This is an optimization exercise on Yosys and OpenROAD, whose aim is a short achievable clock period and few clock cycles, not a production implementation. Function was not checked in any run shown here: the RTL went through the layout flow alone. No activity file was given, so power comes from the tool's default toggle rates.

## flow/config.mk

```make
export PLATFORM = sky130hd
export DESIGN_NAME = cpu_top
export DESIGN_NICKNAME = cpu_top
export VERILOG_FILES = /design/flow/design.v
export SDC_FILE = /design/flow/constraint.sdc
export NUM_CORES = 4
export LEC_CHECK = 0
export ABC_CLOCK_PERIOD_IN_PS = 3000
export CAP_MARGIN = 20
export CORE_MARGIN = 2
export CORE_UTILIZATION = 40
export SETUP_SLACK_MARGIN = 5.0
export SLEW_MARGIN = 20
```

## flow/constraint.sdc

```tcl
create_clock -name core_clock -period 12.0 [get_ports {clk}]
set_input_delay 2.4000 -clock core_clock [delete_from_list [all_inputs] [get_ports {clk}]]
set_output_delay 2.4000 -clock core_clock [all_outputs]
set_load 0.01 [all_outputs]
```

## flow/design.v

```verilog
package cpu_pkg;
  typedef struct packed {
    logic [3:0] opcode;
    logic [3:0] rd;
    logic [3:0] rs;
    logic [3:0] rt;
  } r_fmt_t;
  typedef struct packed {
    logic [3:0] opcode;
    logic [3:0] rd;
    logic [7:0] imm8;
  } i_fmt_t;
  typedef struct packed {
    logic [3:0] opcode;
    logic [2:0] cond;
    logic [8:0] imm9;
  } b_fmt_t;
  typedef union packed {
    r_fmt_t r_fmt;
    i_fmt_t i_fmt;
    b_fmt_t b_fmt;
  } instr_t;
  typedef struct packed {
    logic zr;
    logic ne;
    logic ov;
  } flags_t;
  typedef enum logic [2:0] {
    FUNC_ADD = 3'b000,
    FUNC_LHB = 3'b001,
    FUNC_SUB = 3'b010,
    FUNC_AND = 3'b011,
    FUNC_NOR = 3'b100,
    FUNC_SLL = 3'b101,
    FUNC_SRL = 3'b110,
    FUNC_SRA = 3'b111
  } alu_func_t;
  typedef struct packed {
    logic [3:0]  p0_addr;
    logic [3:0]  p1_addr;
    logic [3:0]  dst_addr;
    logic        re0;
    logic        re1;
    logic        we;
    alu_func_t   func;
    logic [3:0]  shamt;
    logic        src1_imm;
    logic [15:0] imm;
    logic        set_flags;
    logic        mem_rd;
    logic        mem_wr;
    logic        link;
    logic        jump_reg;
    logic        branch_taken;
    logic [15:0] branch_off;
    logic        hlt;
  } ctrl_t;
endpackage
`timescale 1ns/1ps
module cpu_top (
  input  logic            clk,
  input  logic            arst_n,
  output logic [15:0]     instr_addr,
  input  logic [15:0]     instr,
  output logic [15:0]     mem_addr,
  output logic [15:0]     mem_wdata,
  output logic            mem_we,
  input  logic [15:0]     mem_rdata,
  output logic            halted
);
  logic [15:0] pc;
  logic [15:0] rf [1:15];
  logic        x_valid;
  logic [3:0]  x_op;
  logic [3:0]  x_rd;
  logic [7:0]  x_imm;
  logic [15:0] x_a, x_b, x_c;
  logic [15:0] x_pc1;
  logic [15:0] x_mask;    
  logic        m_wen;
  logic        m_lw;
  logic [3:0]  m_rd;
  logic [15:0] m_result;
  logic        m_we;
  logic [15:0] m_addr;
  logic [15:0] m_wdata;
  logic        f_zr, f_ne, f_ov;
  logic        halt_q;
  logic [15:0] sum, diff, addr_sum, imm4_sext;
  logic        add_ov, sub_ov, addr_ov;
  logic [15:0] add_sat, sub_sat, addr_sat;
  logic [15:0] x_result;
  logic        x_wen;
  logic        x_arith, x_logic, x_set;
  logic        x_zr_n, x_ne_n, x_ov_n;
  logic        nf_zr, nf_ne, nf_ov;
  assign sum  = x_a + x_b;
  assign diff = x_a - x_b;
  assign add_ov = (x_a[15] == x_b[15]) && (sum[15] != x_a[15]);
  assign sub_ov = (x_a[15] != x_b[15]) && (diff[15] != x_a[15]);
  assign add_sat = add_ov ? (x_a[15] ? 16'h8000 : 16'h7fff) : sum;
  assign sub_sat = sub_ov ? (x_a[15] ? 16'h8000 : 16'h7fff) : diff;
  assign imm4_sext = {{12{x_imm[3]}}, x_imm[3:0]};
  assign addr_sum = x_a + imm4_sext;
  assign addr_ov  = (x_a[15] == imm4_sext[15]) && (addr_sum[15] != x_a[15]);
  assign addr_sat = addr_ov ? (x_a[15] ? 16'h8000 : 16'h7fff) : addr_sum;
  always_comb begin
    case (x_op)
      4'h0, 4'h1: x_result = add_sat;
      4'h2:       x_result = sub_sat;
      4'h3:       x_result = x_a & x_b;
      4'h4:       x_result = ~(x_a | x_b);
      4'h5:       x_result = x_a << x_imm[3:0];
      4'h6:       x_result = x_a >> x_imm[3:0];
      4'h7:       x_result = $signed(x_a) >>> x_imm[3:0];
      4'hA:       x_result = {x_imm, x_c[7:0]};
      4'hB:       x_result = {{8{x_imm[7]}}, x_imm};
      default:    x_result = x_pc1;    
    endcase
  end
  always_comb begin
    case (x_op)
      4'h0, 4'h2, 4'h3, 4'h4, 4'h5, 4'h6, 4'h7,
      4'h8, 4'hA, 4'hB, 4'hD: x_wen = 1'b1;
      4'h1:                   x_wen = f_zr;
      default:                x_wen = 1'b0;
    endcase
    x_wen = x_wen && x_valid && (x_rd != 4'd0);
  end
  assign x_arith = x_valid && ((x_op == 4'h0) || (x_op == 4'h2) || ((x_op == 4'h1) && f_zr));
  assign x_logic = x_valid && (x_op >= 4'h3) && (x_op <= 4'h7);
  assign x_set   = x_arith || x_logic;
  logic [15:0] ab_x, ab_o;
  logic        zr_add, zr_sub, zr_and, zr_nor, zr_sh, zr_fast;
  assign ab_x   = x_a ^ x_b;
  assign ab_o   = x_a | x_b;
  assign zr_add = !ab_x[0] && (ab_o[14:0] == ab_x[15:1]) && !(x_a == 16'h8000 && x_b == 16'h8000);
  assign zr_sub = (ab_x == 16'd0);
  assign zr_and = ((x_a & x_b) == 16'd0);
  assign zr_nor = (ab_o == 16'hffff);
  assign zr_sh  = ((x_a & x_mask) == 16'd0);
  always_comb begin
    case (x_op)
      4'h0, 4'h1: zr_fast = zr_add;
      4'h2:       zr_fast = zr_sub;
      4'h3:       zr_fast = zr_and;
      4'h4:       zr_fast = zr_nor;
      default:    zr_fast = zr_sh;
    endcase
  end
  assign nf_zr = x_set   ? zr_fast : f_zr;
  assign nf_ne = x_arith ? x_result[15] : f_ne;
  assign nf_ov = x_arith ? ((x_op == 4'h2) ? sub_ov : add_ov) : f_ov;
  logic [3:0]  op, rd, rs, rt;
  logic        uses_rs, uses_rt, uses_rd;
  logic        stall;
  logic [15:0] va, vb, vc;
  logic [15:0] m_val;
  logic [15:0] pc1, br_target, jal_target;
  logic        cond;
  logic [15:0] pc_next;
  assign op = instr[15:12];
  assign rd = instr[11:8];
  assign rs = instr[7:4];
  assign rt = instr[3:0];
  assign uses_rs = (op <= 4'h9) || (op == 4'hE);
  assign uses_rt = (op <= 4'h4);
  assign uses_rd = (op == 4'h9) || (op == 4'hA);
  logic stall_lw, stall_flags, stall_jr, x_quick;
  assign stall_lw = x_valid && (x_op == 4'h8) && (x_rd != 4'd0) &&
                    ((uses_rs && rs == x_rd) || (uses_rt && rt == x_rd) || (uses_rd && rd == x_rd));
  assign stall_flags = (op == 4'hC) && (instr[11:9] >= 3'd2) && (instr[11:9] <= 3'd6) && x_arith;
  assign x_quick  = (x_op == 4'hA) || (x_op == 4'hB) || (x_op == 4'hD);
  assign stall_jr = (op == 4'hE) && x_wen && (x_rd == rs) && !x_quick;
  assign stall = stall_lw || stall_flags || stall_jr;
  assign m_val = m_lw ? mem_rdata : m_result;
  function automatic logic [15:0] rd_port(input logic [3:0] a);
    if (a == 4'd0)                rd_port = 16'd0;
    else if (x_wen && x_rd == a)  rd_port = x_result;
    else if (m_wen && m_rd == a)  rd_port = m_val;
    else                          rd_port = rf[a];
  endfunction
  logic [15:0] x_qval, jr_val;
  always_comb begin
    case (x_op)
      4'hA:    x_qval = {x_imm, x_c[7:0]};
      4'hB:    x_qval = {{8{x_imm[7]}}, x_imm};
      default: x_qval = x_pc1;
    endcase
  end
  always_comb begin
    if (rs == 4'd0)                 jr_val = 16'd0;
    else if (x_wen && x_rd == rs)   jr_val = x_qval;
    else if (m_wen && m_rd == rs)   jr_val = m_val;
    else                            jr_val = rf[rs];
  end
  assign va = rd_port(rs);
  assign vb = rd_port(rt);
  assign vc = rd_port(rd);
  always_comb begin
    case (instr[11:9])
      3'd0: cond = !nf_zr;
      3'd1: cond = nf_zr;
      3'd2: cond = !(nf_zr || f_ne);
      3'd3: cond = f_ne;
      3'd4: cond = nf_zr || !f_ne;
      3'd5: cond = f_ne || nf_zr;
      3'd6: cond = f_ov;
      default: cond = 1'b1;
    endcase
  end
  assign pc1        = pc + 16'd1;
  logic [9:0]  br_lo;
  logic [12:0] jal_lo;
  logic [6:0]  br_hi0, br_hip, br_him;
  logic [3:0]  jal_hi0, jal_hip, jal_him;
  assign br_lo   = {1'b0, pc1[8:0]} + {1'b0, instr[8:0]};
  assign br_hi0  = pc1[15:9];
  assign br_hip  = pc1[15:9] + 7'd1;
  assign br_him  = pc1[15:9] - 7'd1;
  assign jal_lo  = {1'b0, pc1[11:0]} + {1'b0, instr[11:0]};
  assign jal_hi0 = pc1[15:12];
  assign jal_hip = pc1[15:12] + 4'd1;
  assign jal_him = pc1[15:12] - 4'd1;
  always_comb begin
    case ({instr[8], br_lo[9]})
      2'b01:   br_target[15:9] = br_hip;
      2'b10:   br_target[15:9] = br_him;
      default: br_target[15:9] = br_hi0;
    endcase
    br_target[8:0] = br_lo[8:0];
    case ({instr[11], jal_lo[12]})
      2'b01:   jal_target[15:12] = jal_hip;
      2'b10:   jal_target[15:12] = jal_him;
      default: jal_target[15:12] = jal_hi0;
    endcase
    jal_target[11:0] = jal_lo[11:0];
  end
  always_comb begin
    if (halt_q || stall || op == 4'hF) pc_next = pc;
    else if (op == 4'hE)               pc_next = jr_val;
    else if (op == 4'hD)               pc_next = jal_target;
    else if (op == 4'hC && cond)       pc_next = br_target;
    else                               pc_next = pc1;
  end
  assign instr_addr = pc;
  always_ff @(posedge clk or negedge arst_n) begin
    if (!arst_n) begin
      pc      <= 16'd0;
      x_valid <= 1'b0;
      x_op    <= 4'd0;
      x_rd    <= 4'd0;
      x_imm   <= 8'd0;
      x_a     <= 16'd0;
      x_b     <= 16'd0;
      x_c     <= 16'd0;
      x_pc1   <= 16'd0;
      x_mask  <= 16'd0;
      m_wen   <= 1'b0;
      m_lw    <= 1'b0;
      m_rd    <= 4'd0;
      m_result <= 16'd0;
      m_we    <= 1'b0;
      m_addr  <= 16'd0;
      m_wdata <= 16'd0;
      f_zr    <= 1'b0;
      f_ne    <= 1'b0;
      f_ov    <= 1'b0;
      halt_q  <= 1'b0;
    end else begin
      pc <= pc_next;
      x_valid <= !(halt_q || stall);
      x_op    <= op;
      x_rd    <= (op == 4'hD) ? 4'd15 : rd;
      x_imm   <= instr[7:0];
      x_a     <= va;
      x_b     <= vb;
      x_c     <= vc;
      x_pc1   <= pc1;
      x_mask  <= (op == 4'h5) ? (16'hffff >> instr[3:0]) : (16'hffff << instr[3:0]);
      m_wen    <= x_wen;
      m_lw     <= x_valid && (x_op == 4'h8);
      m_rd     <= x_rd;
      m_result <= x_result;
      m_we     <= x_valid && (x_op == 4'h9) && !halt_q;
      m_addr   <= addr_sat;
      m_wdata  <= x_c;
      f_zr <= nf_zr;
      f_ne <= nf_ne;
      f_ov <= nf_ov;
      if (x_valid && x_op == 4'hF) halt_q <= 1'b1;
    end
  end
  always_ff @(posedge clk or negedge arst_n) begin
    if (!arst_n) begin
      for (int i = 1; i < 16; i++) rf[i] <= 16'd0;
    end else if (m_wen) begin
      rf[m_rd] <= m_val;
    end
  end
  assign mem_addr  = m_addr;
  assign mem_wdata = m_wdata;
  assign mem_we    = m_we;
  assign halted    = halt_q;
endmodule
```

## flow/flow/run.sh

```bash
#!/bin/bash
set -euo pipefail
bash standard.sh SETUP_SLACK_MARGIN=8.5 finish > standard_flow.log 2>&1
```

## flow/standard.sh

```bash
#!/bin/bash
# synth_recipe.tcl (not shown) runs the flow's synth.tcl, then flattens the netlist and writes it again
# the make line also repeats each setting of config.mk as NAME=value (left out here)
make -C /OpenROAD-flow-scripts/flow DESIGN_CONFIG=/design/flow/config.mk WORK_HOME=/design/flow/orfs CLKGATE_MAP_FILE= SYNTH_SCRIPT=/design/flow/synth_recipe.tcl "${@:-finish}"
```

==> results of run 1 <==
## layer usage
metal / global-route usage [%] / vias up / part of all wire (%)
li1: - / 12056 / -
met1: 48.50 / 14068 / 36
met2: 60.58 / 2260 / 43
met3: 11.11 / 773 / 12
met4: 26.69 / 4 / 8.9
met5: 0 / - / 0.018
## sequential cells by signal (all words and copies together) (netlist names), 4 cells and up
register / cells
x_c: 16
rf: 240
m_wdata: 16
m_addr: 16
x_a: 16
m_rd: 4
x_mask: 16
x_imm: 8
x_b: 16
m_result: 16
x_pc1: 16
x_op: 4
pc: 16
x_rd: 4
## cells by family after synthesis
family | Yosys count | share of synthesized area, %
muxes | 85 | 3.778
and+or+nand+nor | 872 | 15.36
DFF | 412 | 38.71
AOI/OAI and AO/OA | 1196 | 29.42
buffers and inverters | 345 | 4.985
xor gates and xnor gates | 99 | 3.355
adders and majority gates | 90 | 4.388
## final cells by class
type	instances	share of cell area [%]
multi-input cells	2342	48.74
flip-flops and latches	412	29.45
repair buffers	425	13.00
clock buffers	68	4.143
well taps	864	3.072
inverters	95	1.117
clock inverters	18	0.4623
diodes	2	0.01422
## timing repair
action / in CTS / in global routing
buffers inserted: 176 / 50
pin swaps: 153 / 104
setup endpoints to repair: 234 / 263
gates resized for setup: 625 / 102
gates cloned: 12 / 2
## cells in the mapped netlist, drive strengths merged (46+ instances only)
master	number
nand3	87
nand4	50
nor2	331
xnor2	53
inv	92
ha	83
clkbuf	236
a21oi	358
o22ai	56
mux2i	60
a221oi	47
xor2	46
dfrtp	412
nand2	207
a22oi	212
o21ai	201
## worst paths after layout
path | start | endpoint | slack [ps] | cells after the start
worst min register to register | x_c[15]$_DFF_PN0_ | m_wdata[15]$_DFF_PN0_ | 350 | 0
min in group asynchronous | arst_n | m_addr[9]$_DFF_PN0_ | 1700 | 1
worst max-delay path | instr[0] | pc[13]$_DFFE_PN0N_ | 6720 | 21
max in group asynchronous | arst_n | rf[15][11]$_DFFE_PN0P_ | 8760 | 3
worst min-delay path | x_c[15]$_DFF_PN0_ | m_wdata[15]$_DFF_PN0_ | 350 | 0
worst max register to register | x_a[4]$_DFF_PN0_ | x_c[14]$_DFF_PN0_ | 7260 | 19
## stage by stage
stage / area (µm²) / hold WS [ps]
6_report: 35190 / 345.4
5_1_grt: 35180 / 351.8
4_1_cts: 34310 / 351.0
3_5_place_dp: 29300 / 340.3
3_3_place_gp: 29300 / 341.3
2_1_floorplan: 28180 / 331.2
## power by group
group	switching, mW	total (mW)	leakage (nW)	internal, mW
registers	0.714	2.64	4.63	1.92
clock network	0.647	1.52	0.796	0.870
logic	2.42	4.18	8.81	1.76
## cell usage in the layout (no fill, tap or decap), types with 39 or more instances in the layout
cell type and n:
xor2_1 42, buf_6 80, dfrtp_1 384, a22oi_1 205
buf_4 211, clkbuf_16 51, mux2i_1 57, nand3_1 81
o21ai_0 158, a21oi_1 315, nand4_1 48, nand2_1 193
a22o_1 39, nor2_1 293, inv_1 72, ha_1 58
buf_12 54, xnor2_1 48
==> impl_metrics.toml, run 1 <==
[timing]
hold_viol_final = 0
fmax_mhz = 189.5
period_share_pct = 43.97
setup_slack_ps = 6723
setup_viol = 0
drv_slew = 0
fin_crit_ps = 5277
tightest_slew_ps = 1058
rsz0062_at_grt = "yes"
fin_skew_ps = 19.97
timing.setup.tns_ps = 0
slew-limit-headroom_pct = 27.62

[synthesis]
avgSynthCellArea_um2 = 8.593
ys_async_sr_fraction_pct = 100.0
synth_edf_count = 0
yosysTopAreaCellShare_pct = 38.71
ys_types = 96
ys_seq_elements = 412
ys.flop_type = "dfrtp_1"
synth_top_area_cell = "dfrtp_1"
yosys-top-cells-area = "dfrtp_1 39%, a21oi_1 6.7%, a22oi_1 6.0%"
yosysSeqAreaShare_pct = 38.71
synth_cells = 3099
yosys_warnings = 2
syn-num-nets = 3222
syn-cell-area_um2 = 26630

[power]
irDropWorstVdd_uv = 132.8
total_leakage_power_nw = 14.23
power.total_mw = 8.337
p_per_area_nw_per_um2 = 236.9

[floorplanning]
die_x_um = 262.0
rows = 94
core-area_um2 = 65860
die_y_um = 262.0
start_util_pct = 40.43
dieArea_um2 = 68660
ios = 84

[worst_setup_path]
crit_path_top_delay_cell = "fa_2"
path_max_fanout = 3
worstPathRequired_ps = 12490
cp-start-kind = "input port"
crit_buf_inv = 4
critical_path.top_delay_family = "compound AO/OA/AOI/OAI gates"
critPathCaptureType = "register"
cp.arrival_ps = 5760
max_stage_delay_ps = 520
path_cells = "buf_6 -> buf_12 -> ha_4 -> fa_2 -> a21o_1 -> a21oi_2 -> o21bai_1 -> a21oi_2 -> o21ai_2 -> a31oi_2 -> o21bai_1 -> a21oi_1 -> ha_2 -> buf_6 -> inv_4 -> fa_2 -> mux2i_1 -> o21ai_1 -> nor2_1 -> mux2i_1 -> a21oi_1"
crit_type = "in -> reg"

[global_routing]
grtUsageTotal_pct = 39.52
grt_pass1_wl_um = 197500
antenna_found_initial = 5
grt_max_degree = 191
overflow = 0
grt_pass1_vias = 28142

[layout]
drive_gt1_share_pct = 25.98
utilization_pct = 53.43
regArea_um2 = 10360
nets = 3446
synthToLayoutAreaGrowth_pct = 32.13
fillers = 5976
fin_cells = 4226
multi_input_area_um2 = 17150

[clock_tree]
clk_latency_ps = 610
cts_sinks = 412
cts_root_buf = "clkbuf_16"
htreeDepth = 2
numCtsBuffers = 47
clock_path_buffers = 3
tritoncts = "built"
hold_buffers = 0
path_clk_slew_ps = 60

[placed_design]
portBuffers = 83
dp_cells = 3898
dpl.hpwl_um = 85900
place_ws_ps = 5427
gp_congestion = 1.029

[routing]
first_iter_violations = 4679
wirelength_um = 138000
vias = 29161
wire_per_inst_um = 32.66
first_pass_iters = 14
ant_nets = 0
drc = 0
vias_per_cell = 6.900

[min_path]
holdCritPathClass = "reg -> reg"

[status]
status = "complete, no violations"

[job]
maxCapViolCount = 0
==> run 2: changes to the inputs <==
==> flow/run.sh (new file) <==
#!/bin/bash
# synth_recipe.tcl (not shown) runs the flow's synth.tcl, then flattens the netlist and writes it again
# the make line also repeats each setting of config.mk as NAME=value (left out here)
make -C /OpenROAD-flow-scripts/flow DESIGN_CONFIG=/design/flow/config.mk WORK_HOME=/design/flow/orfs CLKGATE_MAP_FILE= SYNTH_SCRIPT=/design/flow/synth_recipe.tcl finish
removed: flow/flow/run.sh
removed: flow/standard.sh
==> run 2 against run 1 <==
- still clean
- first-iteration DRC count down 7.2%
- setup slack lost 1300 ps
- maximum frequency shrank 20%
- critical endpoint is now pc[15]$_DFFE_PN0N_
==> impl_metrics.toml, run 2 <==
[layout]
final_cell_mix = "411 x dfrtp_1, 357 x a21oi_1, 313 x nor2_1"
synthToLayoutAreaGrowth_pct = 14.89
fillers = 6388
drive_gt1_share_pct = 9.765
final_common_cell = "dfrtp_1"
regArea_um2 = 10310
largest_reg_flops = 240
largest-register = "rf"
postLayoutCellArea_um2 = 30600
nets = 3227
utilization_pct = 46.46
multi_input_area_um2 = 15320

[placed_design]
place_area_um2 = 28820
dpl.hpwl_um = 86930
gp_congestion = 1.095
portBuffers = 83

[status]
status = "complete, no violations"

[timing]
rsz0062_at_grt = "no"
hold_viol_final = 0
fin_crit_ps = 6626
slew-limit-headroom_pct = 17.99
drv_slew = 0
timing.setup.tns_ps = 0
period_share_pct = 55.21
fmax_mhz = 150.9
tightest_slew_ps = 1199
fin_skew_ps = 26.51
setup_viol = 0

[routing]
wire_per_inst_um = 32.52
first_iter_violations = 4341
wirelength_um = 130400
first_pass_iters = 14
vias = 27665
ant_nets = 0
vias_per_cell = 6.901
drc = 0

[power]
p_sw_share_pct = 45.00
power.internal_mw = 4.112
irDropWorstVdd_uv = 147.6
total_leakage_power_nw = 12.33
p_seq_share_pct = 34.6
power_frac_comb_pct = 43.4
p_sw_mw = 3.363
pwr-share-clk_pct = 22.0
p_per_area_nw_per_um2 = 244.3

[worst_setup_path]
path_max_fanout = 38
r2r_start = "x_a[2]$_DFF_PN0_"
cp-start-kind = "input port"
cp.arrival_ps = 7160
crit_type = "in -> reg"
regToRegEndpoint = "x_c[14]$_DFF_PN0_"
reg2reg_depth = 20
worstPathRequired_ps = 12530
rrSetupSlack_ps = 5870
critPathCaptureType = "register"

[floorplanning]
rows = 94
die_y_um = 262.0
ios = 84
start_util_pct = 40.43
die_x_um = 262.0
dieArea_um2 = 68660
core-area_um2 = 65860

[job]
maxCapViolCount = 0

[synthesis]
synth_most_common_cell = "dfrtp_1"
synth_cells = 3099
syn-num-nets = 3222
synth_edf_count = 0
synth_top_area_cell = "dfrtp_1"
ys_types = 96
yosysTopAreaCellShare_pct = 38.71
yosysSeqAreaShare_pct = 38.71
yosys_warnings = 2
syn-cell-area_um2 = 26630
synth_common_cells = "412 x dfrtp_1, 357 x a21oi_1, 331 x nor2_1"
ys_seq_elements = 412
avgSynthCellArea_um2 = 8.593
ys.flop_type = "dfrtp_1"
ys_async_sr_fraction_pct = 100.0
yosys-top-cells-area = "dfrtp_1 39%, a21oi_1 6.7%, a22oi_1 6.0%"

[min_path]
hold_path_startpoint = "x_c[15]$_DFF_PN0_"
min_path_cells = 0
holdCritPathClass = "reg -> reg"
hold_end = "m_wdata[15]$_DFF_PN0_"

[clock_tree]
path_clk_slew_ps = 60
cts_setup_buffers = 0
numCtsBuffers = 49
clk_latency_ps = 620
htreeDepth = 2
clock_path_buffers = 3
tritoncts = "built"
cts_root_buf = "clkbuf_16"
cts_sinks = 412

[global_routing]
antenna_found_initial = 3
grt_max_degree = 175
grt_pass1_vias = 26854
grtUsageTotal_pct = 37.58
overflow = 0
grt_pass1_wl_um = 188400
run 2: changes by cell type in the layout (fill, tap and decap cells not counted), moves of 27 or more:
| cell | change |
|---|---|
| buf_4 | -93 |
| a21oi_1 | +42 |
| buf_6 | -79 |
| clkdlybuf4s50_1 | +64 |
| dfrtp_1 | +27 |
| o21ai_1 | -31 |
| buf_2 | -29 |
| buf_12 | -52 |
| o21ai_0 | +42 |
| a21oi_2 | -31 |
run 2: how the worst max path moves through the flow:
stage	start	to	cells after the start
2_1_floorplan	instr[1]	pc[15]$_DFFE_PN0N_	17
3_3_place_gp	instr[1]	pc[15]$_DFFE_PN0N_	18
3_5_place_dp	instr[1]	pc[15]$_DFFE_PN0N_	18
4_1_cts	instr[1]	pc[15]$_DFFE_PN0N_	18
5_1_grt	instr[1]	pc[15]$_DFFE_PN0N_	18
6_report	instr[1]	pc[15]$_DFFE_PN0N_	18
run 2: cell families (layout without fill, tap and decap cells):
family | after synthesis | in the layout | share of synthesized area [%]
AOI/OAI and AO/OA | 1196 | 1196 | 29.42
xor gates and xnor gates | 99 | 99 | 3.355
adders and majority gates | 90 | 90 | 4.388
buffers and inverters | 345 | 390 | 4.985
DFF | 412 | 412 | 38.71
muxes | 85 | 85 | 3.778
other | 0 | 1 | 0
and+or+nand+nor | 872 | 872 | 15.36
run 2: what timing repair did:
action | 4_1_cts | 5_1_grt
endpoints found under the setup margin | 0 | 1
resized for setup | 0 | 3
hold buffers | 0 | 0
run 2: power by group through the flow:
stage	sequential, mW	clock [mW]	combinational [mW]
floorplan	2.36	0	1.95
global placement	2.56	0	3.11
detailed placement	2.57	0	3.12
CTS	2.55	1.66	3.14
global route	2.63	1.72	3.47
finish	2.59	1.65	3.24
run 2: through the flow:
stage                     setup WS, ps  power (mW)  cells  hold WS, ps
after floorplan                   6009       4.315   3099        331.2
after global placement            4559       5.663   3917        336.3
after detailed placement          4458       5.692   3917        334.7
after CTS                         5096       7.349   4008        347.9
after global routing              5096       7.811   4009        353.9
final                             5374       7.475   4009        347.1
run 2: final cells by class:
class                   count  area share [%]
repair buffers            204           5.762
inverters                  95           1.174
flip-flops and latches    412           33.70
well taps                 864           3.533
clock inverters            24           1.141
multi-input cells        2342           50.06
clock buffers              67           4.625
diodes                      1        0.008179
run 2: routing by layer:
metal / global-route usage (%) / part of all wire, %
met5: 0 / 0
met1: 46.84 / 37
met2: 58.21 / 44
met4: 24.45 / 8.0
met3: 9.172 / 11
run 2: worst max-delay path: stages:
cell             delay [ps]
clkdlybuf4s50_1         470
buf_6                   350
ha_1                    320
a21o_1                  160
a21oi_1                 230
o21bai_1                130
a41o_1                  290
a31oi_2                 340
ha_2                    390
xor2_1                  180
ha_1                    230
inv_1                    80
o41a_1                  430
nor3b_2                 180
a31oi_1                  80
o311a_1                 340
or3_1                   400
a21oi_2                 120

## static timing again, ports no longer ideal
The results above use ideal ports. As a check the final layouts listed here were re-extracted and re-timed, cells and wires unchanged.
Step 1, drivers: a clkbuf_16 drives clk and a buf_2 each remaining input, both assumed.
Step 2 times the ports against the registers' clock, not the clock port: input delays grow and output delays shrink by t, the midpoint of the rising clock arrivals with the driver on.
Three values: no drivers, after step 1, after step 2; two values: the first two.
run	t, ns	setup WS [ns]	clock arrival spread, ns	slew at the worst register clock pin (ns)	worst data-port slew with drivers (ns)
run 1	0.671	6.723 / 6.753 / 6.081	0.023 / 0.023	0.07 / 0.07	0.06
run 2	0.667	5.374 / 5.408 / 4.741	0.030 / 0.029	0.07 / 0.07	0.05
After both steps setup and hold are still met in every run listed. The setup slack of run 1, which loses most, moves by +0.030 ns with the drivers and by -0.642 ns with both steps.
